What follows belongs to an exercise in optimizing a design on an open flow for small area, a short achievable clock period and few clock cycles per item; a production flow would make more cautious choices.
RTL that was checked went through simulation tests only; none was proved equivalent to the original.
Power and IR drop assume default switching activity.

== job 4567 ==
==> flow/design.v (excerpt) <==
module fft_bitrev_buf
(
  input  logic clk,
  input  logic rst,
  input  logic din_vld,
  input  logic din_last,
  input  logic [9:0] din_re,
  input  logic [9:0] din_im,
  input  logic dout_rdy,
  output logic din_rdy,
  output logic dout_vld,
  output logic dout_last,
  output logic [5:0] dout_idx,
  output logic [9:0] dout_re,
  output logic [9:0] dout_im,
  output logic err_frame
);
Size in the first run: roughly 1,400 flip-flops, ~55 I/O pins.
export LEC_CHECK = 0
export CAP_MARGIN = 20
export CORE_MARGIN = 2
export CORE_UTILIZATION = 40
export SETUP_SLACK_MARGIN = 3.9
export SLEW_MARGIN = 20
create_clock -name core_clock -period 6.5 [get_ports {clk}]
run.sh (not shown) runs the stock make flow with config.mk's settings and CLKGATE_MAP_FILE= SYNTH_SCRIPT=/design/flow/synth_recipe.tcl, a recipe that flattens the netlist after the stock synthesis.
Testbench counts of job 4567, summed over its fixed seeds: cycles 19,909, samples 16,384.
The following lists how job 3266 was set up differently from job 4567:
Settings: putting CTS_CLUSTER_DIAMETER at 80 where nothing was set; putting CTS_CLUSTER_SIZE at 25 where nothing was set; putting CTS_BUF_LIST at sky130_fd_sc_hd__clkbuf_16 where nothing was set; swapping 40 for 60 in CORE_UTILIZATION.
### Flow results
Clock-cell share of area in job 3266 vs job 4567: down 4.6 points. Diff job 4567 -> job 3266: die area fell by 0.042 mm^2; length of routed met2 wiring fell by about 2%; global-route usage rose by 10 points. Between job 3266 and job 4567, the sequential power does not differ in any meaningful way. Relative to job 4567, job 3266 improves final instance area. [compare] base=job 4567 new=job 3266: total detailed-routing wirelength fell by 2.6%; period utilization fell by 0.35 points.
For job 4252, these inputs were changed with respect to job 3266:
Settings: a change of SETUP_SLACK_MARGIN from 3.9 to 4.1; a change of CORE_UTILIZATION from 60 to 40.
- Job 4252 completed every stage of the flow, and the final layout passed the timing, design-rule and antenna checks.
- In the metrics for job 4252 and job 3266, the one carrying the lower register fraction of the total cell area is job 4252.
- Wire length on met2 (job 4252 vs. job 3266) increases slightly
- Setup slack in job 4252 is larger than in job 3266.
- On via count of the first global-routing pass: between job 4252 and job 3266, it ends up higher for job 4252.
- Relative to job 3266, the fmax measured on job 4252 has increased by a few percent.
- Compared with job 3266, job 4252 is hungrier on power.
- Clock power: job 4252 and job 3266 compared, lower one is job 3266
- Diff job 4252 and job 3266: filler cell count higher in job 4252
- Part of the cycle the worst path needs: job 4252 and job 3266 compared, higher one is job 3266
- Where post-layout minimum cycle time is concerned, job 3266 is outperformed by job 4252.
- | final hold slack | job 4252 vs job 3266 | ≈ equal |
Input changes introduced in job 364 (baseline for comparison: job 4252):
Settings: CORE_UTILIZATION now 55, was 40; SETUP_SLACK_MARGIN now 4.0, was 4.1.
### Flow results
- In summary, job 364 completed successfully, with a layout that passed the timing, design-rule and antenna checks.
- Side by side, initial antenna violation count turned out higher in job 364 than in job 4252.
- Job 364 — pin count of the biggest net entering global routing about 5.6% lower, job 4252 as reference
- Worst-case setup margin in the final layout: job 364 vs job 4252 — no meaningful difference
- Measured against each other, job 364 and job 4252 differ in design area, the higher figure coming from job 4252.
- Between job 364 and job 4252, detailed-routed wire length on met2 is higher for job 4252, job 364 comes in under that.
- Compared with job 4252, in job 364 upper clock frequency limit essentially unchanged; buffer count excluding the clock tree in the final layout lost about 19%.
What job 589 does differently from job 364 at the input level:
Settings: a change of CORE_UTILIZATION from 55 to 40; a change of CTS_CLUSTER_DIAMETER from 80 to 100; a change of CTS_CLUSTER_SIZE from 25 to 32.
==> comparison <==
Job 589 | stages: all done | timing, DRC, antenna: all pass. In job 589, the clock period minus final worst setup slack came out 0.050 ns above the value in job 364. Compared with job 364, maximum frequency in job 589 decreased slightly. Lower power among job 364 and job 589: job 589. From job 364 to job 589 the numbers moved as follows: total number of vias saw an increase; core area saw an increase.
diff inputs: job 589 => job 4231
Settings: changing CTS_CLUSTER_DIAMETER from 100 to 80; changing CTS_CLUSTER_SIZE from 32 to 25.
--- outcome ---
- [compare] base=job 589 new=job 4231: layout buffer count excluding clock buffers now sits lower, clock insertion delay at the later pin of the skew report now sits at about the same level.
- Between job 589 and job 4231, the switching power as a share of total power does not differ in any meaningful way.
- Summary of the comparison: worst hold slack is lower in job 4231, relative to job 589.
- Portion of total power attributed to sequential cells delta for job 4231 relative to job 589: 2.9 points lower
- Between job 589 and job 4231, the total power is lower for job 589.
- Job 589 and job 4231 ended up with nearly the same share of the core filled with cells in the final layout.
- Job 4231 vs. job 589: post-cts resize count decreased by 28 relative to the old numbers; net switching power figure now sits higher; global-route usage held; first-iteration DRC count went up by about 5%.

---

The RTL this note starts from:
==> flow/design.v <==
module fft_pingpong_mem
(
  input  logic        clk,
  input  logic        we,
  input  logic [5:0]  wr_addr,
  input  logic [19:0] wr_data,
  input  logic [7:0]  rd_hi,
  input  logic [7:0]  rd_lo,
  output logic [19:0] rd_data
);
  logic [19:0] mem [64];
  logic [19:0] grp [8];
  always_ff @(posedge clk) begin
    if (we)
      mem[wr_addr] <= wr_data;
  end
  always_comb begin
    for (int g = 0; g < 8; g++) begin
      grp[g] = '0;
      for (int l = 0; l < 8; l++)
        grp[g] = grp[g] | (mem[8*g+l] & {20{rd_lo[l]}});
    end
    rd_data = '0;
    for (int g = 0; g < 8; g++)
      rd_data = rd_data | (grp[g] & {20{rd_hi[g]}});
  end
endmodule
module fft_bitrev_buf
(
  input  logic clk,
  input  logic rst,
  input  logic din_vld,
  input  logic din_last,
  input  logic [9:0] din_re,
  input  logic [9:0] din_im,
  input  logic dout_rdy,
  output logic din_rdy,
  output logic dout_vld,
  output logic dout_last,
  output logic [5:0] dout_idx,
  output logic [9:0] dout_re,
  output logic [9:0] dout_im,
  output logic err_frame
);
  function automatic logic [5:0] bitrev(input logic [5:0] v);
    logic [5:0] r;
    for (int i = 0; i < 6; i++)
      r[i] = v[5-i];
    bitrev = r;
  endfunction
  function automatic logic [7:0] onehot3(input logic [2:0] v);
    onehot3 = 8'd1 << v;
  endfunction
  function automatic logic [5:0] rd_slot(input logic p, input logic [5:0] c);
    rd_slot = p ? c : bitrev(c);
  endfunction
  logic [19:0] in_data;     
  logic        in_vld;
  logic [5:0]  wr_cnt;      
  logic        wr_par;      
  logic        free_q;      
  logic        rdy_q;       
  logic        in_free;     
  logic [5:0]  rd_cnt;      
  logic        rd_par;      
  logic [7:0]  rd_hi;       
  logic [7:0]  rd_lo;       
  logic [1:0]  n_full;      
  logic        vld_q;
  logic [19:0] out_data;
  logic [5:0]  out_idx;
  logic        out_last;
  logic        acc;
  logic        acc_wrap;
  logic        we;
  logic        wr_wrap;
  logic        ld;
  logic        ld_wrap;
  logic [19:0] rd_data;
  logic [5:0]  wr_addr;
  logic [5:0]  wr_cnt_n;
  logic        wr_par_n;
  logic [5:0]  rd_cnt_i;    
  logic        rd_par_i;
  logic [5:0]  slot_i;
  logic        free_h;      
  logic        free_l;      
  logic        free_n;
  logic        in_vld_n;
  assign din_rdy  = rdy_q;
  assign dout_vld = vld_q;
  assign in_free  = !in_vld | free_q;
  assign acc      = din_vld & in_free;
  assign acc_wrap = in_vld ? (wr_cnt == 6'd62) : (wr_cnt == 6'd63);
  assign we       = in_vld & free_q;
  assign wr_wrap  = (wr_cnt == 6'd63);
  assign ld       = (!vld_q | dout_rdy) & ((n_full != 2'd0) | (acc & acc_wrap));
  assign ld_wrap  = (rd_cnt == 6'd63);
  assign wr_addr  = wr_par ? bitrev(wr_cnt) : wr_cnt;
  fft_pingpong_mem u_mem (
    .clk     (clk),
    .we      (we),
    .wr_addr (wr_addr),
    .wr_data (in_data),
    .rd_hi   (rd_hi),
    .rd_lo   (rd_lo),
    .rd_data (rd_data)
  );
  always_comb begin
    wr_cnt_n = we ? wr_cnt + 6'd1 : wr_cnt;
    wr_par_n = (we & wr_wrap) ? ~wr_par : wr_par;
    rd_cnt_i = rd_cnt + 6'd1;
    rd_par_i = ld_wrap ? ~rd_par : rd_par;
    slot_i   = rd_slot(rd_par_i, rd_cnt_i);
    free_h   = (wr_par_n == rd_par)   || (wr_cnt_n < rd_cnt);
    free_l   = (wr_par_n == rd_par_i) || (wr_cnt_n < rd_cnt_i);
    free_n   = ld ? free_l : free_h;
    in_vld_n = in_free ? din_vld : in_vld;
  end
  always_ff @(posedge clk) begin
    if (rst) begin
      in_vld    <= 1'b0;
      wr_cnt    <= '0;
      wr_par    <= 1'b0;
      free_q    <= 1'b1;
      rdy_q     <= 1'b1;
      rd_cnt    <= '0;
      rd_par    <= 1'b0;
      rd_hi     <= 8'd1;
      rd_lo     <= 8'd1;
      n_full    <= '0;
      vld_q     <= 1'b0;
      err_frame <= 1'b0;
    end else begin
      in_vld  <= in_vld_n;
      wr_cnt  <= wr_cnt_n;
      wr_par  <= wr_par_n;
      free_q  <= free_n;
      rdy_q   <= !in_vld_n || free_n;
      if (ld) begin
        rd_cnt <= rd_cnt_i;
        rd_par <= rd_par_i;
        rd_hi  <= onehot3(slot_i[5:3]);
        rd_lo  <= onehot3(slot_i[2:0]);
      end
      n_full  <= n_full + 2'((acc & acc_wrap)) - 2'((ld & ld_wrap));
      if (acc && (din_last != acc_wrap))
        err_frame <= 1'b1;
      if (ld)
        vld_q <= 1'b1;
      else if (dout_rdy)
        vld_q <= 1'b0;
    end
  end
  always_ff @(posedge clk) begin
    if (in_free)
      in_data <= {din_re, din_im};
  end
  always_ff @(posedge clk) begin
    if (rst) begin
      out_data <= '0;
      out_idx  <= '0;
      out_last <= 1'b0;
    end else if (ld) begin
      out_data <= rd_data;
      out_idx  <= bitrev(rd_cnt);
      out_last <= ld_wrap;
    end else if (dout_rdy) begin
      out_data <= '0;
      out_idx  <= '0;
      out_last <= 1'b0;
    end
  end
  assign dout_re   = out_data[19:10];
  assign dout_im   = out_data[9:0];
  assign dout_idx  = out_idx;
  assign dout_last = out_last;
endmodule
==> flow/config.mk <==
export PLATFORM = sky130hd
export DESIGN_NAME = fft_bitrev_buf
export DESIGN_NICKNAME = fft_bitrev_buf
export VERILOG_FILES = /design/flow/design.v
export SDC_FILE = /design/flow/constraint.sdc
export NUM_CORES = 4
export LEC_CHECK = 0
export CAP_MARGIN = 20
export CORE_MARGIN = 2
export CORE_UTILIZATION = 55
export CTS_BUF_LIST = sky130_fd_sc_hd__clkbuf_16
export CTS_CLUSTER_DIAMETER = 80
export CTS_CLUSTER_SIZE = 25
export SETUP_SLACK_MARGIN = 4.2
export SLEW_MARGIN = 20
==> flow/constraint.sdc <==
create_clock -name core_clock -period 6.5 [get_ports {clk}]
set_input_delay 1.3000 -clock core_clock [delete_from_list [all_inputs] [get_ports {clk}]]
set_output_delay 1.3000 -clock core_clock [all_outputs]
set_load 0.01 [all_outputs]
The first run passed the timing, design-rule and antenna checks.
Change:
- SETUP_SLACK_MARGIN: 4.2 -> 4.0
Count of clock-buffer cells in the layout went up by 1. Fmax came out lower slightly. Wire length goes down by a few percent.
Function was not checked in any run of this note: the RTL went through the layout flow alone.

---

orange:
fft_bitrev_buf, a different RTL version from the one above (not shown whole).
Size: about 4400 cells after synthesis, roughly 1400 flip-flops, ~51000 µm² of cells after synthesis.
==> flow/design.v (excerpt) <==
module fft_bitrev_buf
(
  input  logic clk,
  input  logic rst,
  input  logic din_vld,
  input  logic din_last,
  input  logic [9:0] din_re,
  input  logic [9:0] din_im,
  input  logic dout_rdy,
  output logic din_rdy,
  output logic dout_vld,
  output logic dout_last,
  output logic [5:0] dout_idx,
  output logic [9:0] dout_re,
  output logic [9:0] dout_im,
  output logic err_frame
);
==> flow/config.mk <==
export PLATFORM = sky130hd
export DESIGN_NAME = fft_bitrev_buf
export DESIGN_NICKNAME = fft_bitrev_buf
export VERILOG_FILES = /design/flow/design.v
export SDC_FILE = /design/flow/constraint.sdc
export NUM_CORES = 4
export LEC_CHECK = 0
export CAP_MARGIN = 20
export CORE_MARGIN = 2
export CORE_UTILIZATION = 55
export CTS_BUF_LIST = sky130_fd_sc_hd__clkbuf_16
export CTS_CLUSTER_DIAMETER = 80
export CTS_CLUSTER_SIZE = 25
export SETUP_SLACK_MARGIN = 4.1
export SLEW_MARGIN = 20
export SYNTH_HIERARCHICAL = 1
==> flow/constraint.sdc <==
create_clock -name core_clock -period 6.5 [get_ports {clk}]
set_input_delay 1.3000 -clock core_clock [delete_from_list [all_inputs] [get_ports {clk}]]
set_output_delay 1.3000 -clock core_clock [all_outputs]
set_load 0.01 [all_outputs]
orange: all stages complete, timing, DRC and antenna checks passed
Input-level comparison between blue and orange:
- changing SETUP_SLACK_MARGIN from 4.1 to 4.0
--- outcome ---
Cmp blue and orange / proportion of power drawn by combinational gates / lower: blue. Between blue and orange, the difference in worst hold slack is negligible. blue — maximum resistive drop on vdd 11% higher, orange as reference.
Function was not checked in any run of this note: the RTL went through the layout flow alone.

---

Another version of the RTL of fft_bitrev_buf (not shown whole).
Size: about 4,600 cells after synthesis, about 55 I/O pins, ~53,000 µm² of cells after synthesis.
// fft_bitrev_buf
module fft_bitrev_buf
(
  input  logic clk,
  input  logic rst,
  input  logic din_vld,
  input  logic din_last,
  input  logic [9:0] din_re,
  input  logic [9:0] din_im,
  input  logic dout_rdy,
  output logic din_rdy,
  output logic dout_vld,
  output logic dout_last,
  output logic [5:0] dout_idx,
  output logic [9:0] dout_re,
  output logic [9:0] dout_im,
  output logic err_frame
);
export LEC_CHECK = 0
export CAP_MARGIN = 20
export CORE_MARGIN = 2
export CORE_UTILIZATION = 55
export CTS_BUF_LIST = sky130_fd_sc_hd__clkbuf_8 sky130_fd_sc_hd__clkbuf_16
export CTS_CLUSTER_DIAMETER = 60
export CTS_CLUSTER_SIZE = 16
export SETUP_SLACK_MARGIN = 4.0
export SLEW_MARGIN = 20
export SYNTH_HIERARCHICAL = 1
create_clock -name core_clock -period 6.5 [get_ports {clk}]
Testbench counts at the start, summed over its fixed seeds: cycles 19,909, samples 16,384.
==> next run, changes <==
- CTS_BUF_LIST: sky130_fd_sc_hd__clkbuf_8 sky130_fd_sc_hd__clkbuf_16 -> sky130_fd_sc_hd__clkbuf_16
- CTS_CLUSTER_DIAMETER: 60 -> 80
- CTS_CLUSTER_SIZE: 16 -> 25
- TNS_END_PERCENT: default -> 10
Result: The changed run finished with timing, DRC and antenna clean; worst hold slack is better by 14 ps; synthesized area does not change; clock power goes down by 30%; final area goes down by 3.3%; clock-buffer cell count fell by 54; wire length went up by 0.98%; cell count decreases by 1.5%; sequential power hardly moves.
==> next run, changes <==
- SETUP_SLACK_MARGIN: 4.0 -> 4.1
- TNS_END_PERCENT: 10 -> default
=>
- design area went up by 2.1%
- count of clock-buffer cells in the layout went up by 1
- critical path depth went down by 5
- synthesized cell count does not change

---

## the previous run
fft_bitrev_buf, a different RTL version from the one above (not shown whole).
For scale: roughly 2,800 cells after synthesis, roughly 55 I/O pins, about 0.049 mm^2 of cells after synthesis.
## fft_bitrev_buf
module fft_bitrev_buf
(
  input  logic clk,
  input  logic rst,
  input  logic din_vld,
  input  logic din_last,
  input  logic [9:0] din_re,
  input  logic [9:0] din_im,
  input  logic dout_rdy,
  output logic din_rdy,
  output logic dout_vld,
  output logic dout_last,
  output logic [5:0] dout_idx,
  output logic [9:0] dout_re,
  output logic [9:0] dout_im,
  output logic err_frame
);
Settings: LEC_CHECK=0, CAP_MARGIN=20, CORE_MARGIN=2, CORE_UTILIZATION=40, CTS_BUF_LIST=sky130_fd_sc_hd__clkbuf_16, CTS_CLUSTER_DIAMETER=80, CTS_CLUSTER_SIZE=25, SETUP_SLACK_MARGIN=4.1, SLEW_MARGIN=20; clock period 6.5 ns.
In summary, the previous run completed successfully, with a layout that passed the timing, design-rule and antenna checks.
Input changes introduced in the current run (baseline for comparison: the previous run):
- SETUP_SLACK_MARGIN changed from 4.1 to 4.3
[summary]
- Comparing the previous run and the current run, routed wire length is lower on the previous run.
- Diff the previous run -> the current run: number of levels in the clock H-tree fell 1; share of the clock period used by the worst path after layout higher.
- Looking at met3 usage, the current run sits 2.1 points lower than the previous run does.
- Filler cell count in the final layout down about 1.6% in the current run wrt the previous run
- From the previous run to the current run the numbers moved as follows: maximum clock rate went down by about 1.4%, share of cells above drive strength 1 went up by 3.5 points, total power went down by about 1.6%.
- Looking at origin of the worst setup path, the out_data[17]$_SDFFE_PP0P_ result is from the current run; the out_data[16]$_SDFFE_PP0P_ one comes from the previous run.
No functional check of the RTL was part of any run of this note.

[port drivers added, routing unchanged]
No port has a modelled driver above. Below, the same layouts with a new extraction and two added sets of constraints. Step 1 assumes that a clkbuf_16 drives the clock port and a buf_2 every other input. Step 2 also shifts input and output timing later by t, the mid clock arrival at the registers, as if the neighbouring blocks saw the same clock. Slacks: no drivers / after step 1 / after step 2; pairs: no drivers / after step 1.
| run | t, ns | setup WS [ns] | hold WS [ns] | slew at the worst register clock pin (ns) | worst data-port slew with drivers (ns) |
|---|---|---|---|---|---|
| job 4567 | 0.817 | 3.833 / 3.816 / 3.066 | 0.474 / 0.474 / 0.474 | 0.07 / 0.07 | 0.04 |
| job 3266 | 0.742 | 3.855 / 3.855 / 3.412 | 0.479 / 0.479 / 0.479 | 0.10 / 0.10 | 0.04 |
| job 4252 | 0.731 | 3.950 / 3.874 / 3.550 | 0.477 / 0.477 / 0.477 | 0.10 / 0.10 | 0.04 |
| job 364 | 0.718 | 3.951 / 3.877 / 3.418 | 0.475 / 0.475 / 0.475 | 0.10 / 0.10 | 0.04 |
| job 589 | 0.758 | 3.901 / 3.858 / 3.369 | 0.475 / 0.475 / 0.475 | 0.12 / 0.12 | 0.04 |
| job 4231 | 0.744 | 3.938 / 3.877 / 3.383 | 0.469 / 0.469 / 0.469 | 0.10 / 0.10 | 0.04 |
| the first run of note 2 | 0.734 | 3.984 / 3.918 / 3.446 | 0.480 / 0.480 / 0.480 | 0.11 / 0.11 | 0.04 |
| the second run of note 2 | 0.750 | 3.956 / 3.897 / 3.555 | 0.474 / 0.474 / 0.474 | 0.10 / 0.10 | 0.04 |
| orange | 0.768 | 3.969 / 3.936 / 3.385 | 0.478 / 0.478 / 0.478 | 0.11 / 0.11 | 0.05 |
| blue | 0.792 | 3.877 / 3.877 / 3.481 | 0.478 / 0.478 / 0.478 | 0.11 / 0.11 | 0.05 |
| the first run of note 4 | 0.786 | 3.948 / 3.871 / 3.554 | 0.464 / 0.464 / 0.464 | 0.08 / 0.08 | 0.04 |
| the second run of note 4 | 0.749 | 3.855 / 3.836 / 3.605 | 0.478 / 0.478 / 0.478 | 0.11 / 0.11 | 0.03 |
| the third run of note 4 | 0.750 | 3.975 / 3.904 / 3.484 | 0.478 / 0.478 / 0.478 | 0.11 / 0.11 | 0.04 |
| the previous run | 0.724 | 3.944 / 3.875 / 3.347 | 0.482 / 0.482 / 0.482 | 0.10 / 0.10 | 0.07 |
| the current run | 0.784 | 3.907 / 3.831 / 3.591 | 0.481 / 0.481 / 0.481 | 0.12 / 0.12 | 0.09 |
After both steps every run listed still meets setup and hold. For job 4567, which loses most, drivers alone change the setup slack by -0.017 ns; drivers and shift together by -0.767 ns.
